What follows belongs to an exercise in optimizing a design on an open flow for small area; a production flow would make more cautious choices. Function was checked by simulation only, so behaviour that the tests miss may differ from the original. Power is estimated from default activity; no workload was simulated.

== job 5076 ==
// tomasuloCore
module tomasuloCore
(
   input  logic        Clock,
   input  logic        rst,
   input  logic        progWrite,
   input  logic [5:0]  progAddr,
   input  logic [15:0] progWord,
   input  logic        start,
   input  logic [6:0]  progLength,
   input  logic [3:0]  regAddr,
   output logic [15:0] regData,
   output logic        done
);
   logic        running;
   logic [3:0]  wOp;
   logic        wValid;
   logic        wSwap;
   logic [13:0] wWord;
   assign wOp    = progWord[15:12];
   assign wValid = (wOp == 4'd1) || (wOp == 4'd2) || (wOp == 4'd3) || (wOp == 4'd4);
   assign wSwap  = (progWord[7:4] == 4'hf) && (progWord[3:0] == 4'h0);
   always_comb
   begin
      wWord = {2'(wOp - 4'd1), progWord[11:0]};
      if (!wValid)
         wWord = {2'd0, progWord[11:8], 4'hf, 4'h0};
      else if (wSwap && (wOp == 4'd1))
         wWord = {2'd0, progWord[11:8], 4'h0, 4'hf};
   end
   logic [5:0]  ringAddr;
   logic [5:0]  wPlace;
   logic [7:0]  wLo, wHi;
   logic [13:0] ring [0:63];
   assign wPlace = ringAddr - progAddr;    
   assign wLo    = 8'd1 << wPlace[2:0];
   assign wHi    = (8'd1 << wPlace[5:3]) & {8{progWrite}};
   for (genvar p = 0; p < 64; p++)
   begin : g_place
      logic [13:0] fromPrev;
      logic [13:0] fromLoad;
      logic [13:0] nextBits;
      assign fromPrev = ring[(p + 63) % 64];
      assign fromLoad = (p % 2) ? wWord : ~wWord;
      logic sel, selN;
  ...
export LEC_CHECK = 0
export CAP_MARGIN = 0
export CORE_MARGIN = 2
export CORE_UTILIZATION = 75
export CTS_BUF_LIST = sky130_fd_sc_hd__clkbuf_8
export CTS_CLUSTER_DIAMETER = 60
export CTS_CLUSTER_SIZE = 20
export GPL_TIMING_DRIVEN = 0
export SLEW_MARGIN = 0
export SYNTH_HIERARCHICAL = 1
create_clock -name core_clock -period 30.0 [get_ports {Clock}]
run.sh (not shown) runs the stock make flow with config.mk's settings and CLKGATE_MAP_FILE= SYNTH_SCRIPT=/design/flow/synth_recipe.tcl, a recipe that flattens the netlist after the stock synthesis.
Final checks on job 5076, whose flow otherwise completed, came back failing, citing max-capacitance violations, max-slew violations.
Changes in job 6545 relative to job 5076:
- SLEW_MARGIN: 0 -> 10
- CAP_MARGIN: 0 -> 10
==> flow/flow/run.sh (new file) <==
#!/bin/bash
set -euo pipefail
work=$(pwd)

bash standard.sh synth > "$work/synth.log" 2>&1

export BUFFER_PORTS_ARGS="-buffer_cell sky130_fd_sc_hd__buf_1"
for step in GLOBAL_PLACE RESIZE DETAIL_PLACE CTS GLOBAL_ROUTE; do
   export PRE_${step}_TCL="$work/flow/smallbuf.tcl"
done
bash standard.sh finish > "$work/layout.log" 2>&1
==> flow/flow/smallbuf.tcl (new file) <==
# Keep repair from using the large buffers; small ones suffice at this clock.
set_dont_use [get_lib_cells {sky130_fd_sc_hd__buf_6 sky130_fd_sc_hd__buf_8 sky130_fd_sc_hd__buf_12 sky130_fd_sc_hd__buf_16 sky130_fd_sc_hd__clkdlybuf4s* sky130_fd_sc_hd__bufbuf_* sky130_fd_sc_hd__bufinv_* sky130_fd_sc_hd__inv_6 sky130_fd_sc_hd__inv_8 sky130_fd_sc_hd__inv_12 sky130_fd_sc_hd__inv_16 sky130_fd_sc_hd__dlygate* sky130_fd_sc_hd__dlymetal*}]
==> flow/standard.sh (new file) <==
#!/bin/bash
# synth_recipe.tcl (not shown) runs the flow's synth.tcl, then flattens the netlist and writes it again
# the make line also repeats each setting of config.mk as NAME=value (left out here)
make -C /OpenROAD-flow-scripts/flow DESIGN_CONFIG=/design/flow/config.mk WORK_HOME=/design/flow/orfs CLKGATE_MAP_FILE= SYNTH_SCRIPT=/design/flow/synth_recipe.tcl "${@:-finish}"
removed: flow/run.sh
Both conditions hold for job 6545: the flow ran to the end and the final layout passed the timing, DRC and antenna checks. Per the comparison of job 6545 with job 5076, via count now sits at about the same level; non-clock buffer count has increased. Cmp job 6545 vs job 5076: area share of buffers outside the clock network lower in job 6545. Job 6545 vs job 5076 — count of clock-net buffers in the final layout dropped about 2.7%. Job 6545 ends up with lower core utilization than job 5076 does. Comparing the two runs side by side, job 6545 comes out ahead of job 5076 on worst setup slack. After detailed routing, job 5076 needs less wire than job 6545. From job 6545 to job 5076, initial core utilization did not move at all. Internal power of the cells (higher): job 5076.
Edits applied to the flow inputs when going from job 6545 to job 2667:
==> flow/run.sh (new file) <==
#!/bin/bash
# synth_recipe.tcl (not shown) runs the flow's synth.tcl, then flattens the netlist and writes it again
# the make line also repeats each setting of config.mk as NAME=value (left out here)
make -C /OpenROAD-flow-scripts/flow DESIGN_CONFIG=/design/flow/config.mk WORK_HOME=/design/flow/orfs CLKGATE_MAP_FILE= SYNTH_SCRIPT=/design/flow/synth_recipe.tcl finish
removed: flow/flow/run.sh
removed: flow/flow/smallbuf.tcl
removed: flow/standard.sh
==> results.txt <==
Job 2667 vs. job 6545: total of plain and repair buffers excluding clock buffers saw an increase; worst hold slack across all endpoints saw a decrease; fraction of the cycle the final worst path needs saw an increase; wire length on met3 saw an increase.

==> port drivers added, routing unchanged <==
No port has a modelled driver above. Below, the same layouts with a new extraction and two added sets of constraints.
Step 1 (the two cells are an assumption about what drives the block):
set clk [get_ports {Clock}]
set_driving_cell -lib_cell sky130_fd_sc_hd__clkbuf_16 $clk
set_driving_cell -lib_cell sky130_fd_sc_hd__buf_2 [delete_from_list [all_inputs] $clk]
Step 2 moves the port delays by t, midway between the first and last clock arrival at a register: inputs arrive t later, outputs are due t later. That takes back most of the time a late clock gives input paths.
Slacks: no drivers / after step 1 / after step 2; pairs: no drivers / after step 1.
run	shift t [ns]	setup WS [ns]	cell pins on the clock port's net
job 5076	0.763	12.882 / 12.856 / 12.856	1
job 6545	0.757	13.657 / 13.636 / 13.636	1
job 2667	0.766	12.859 / 12.833 / 12.833	1
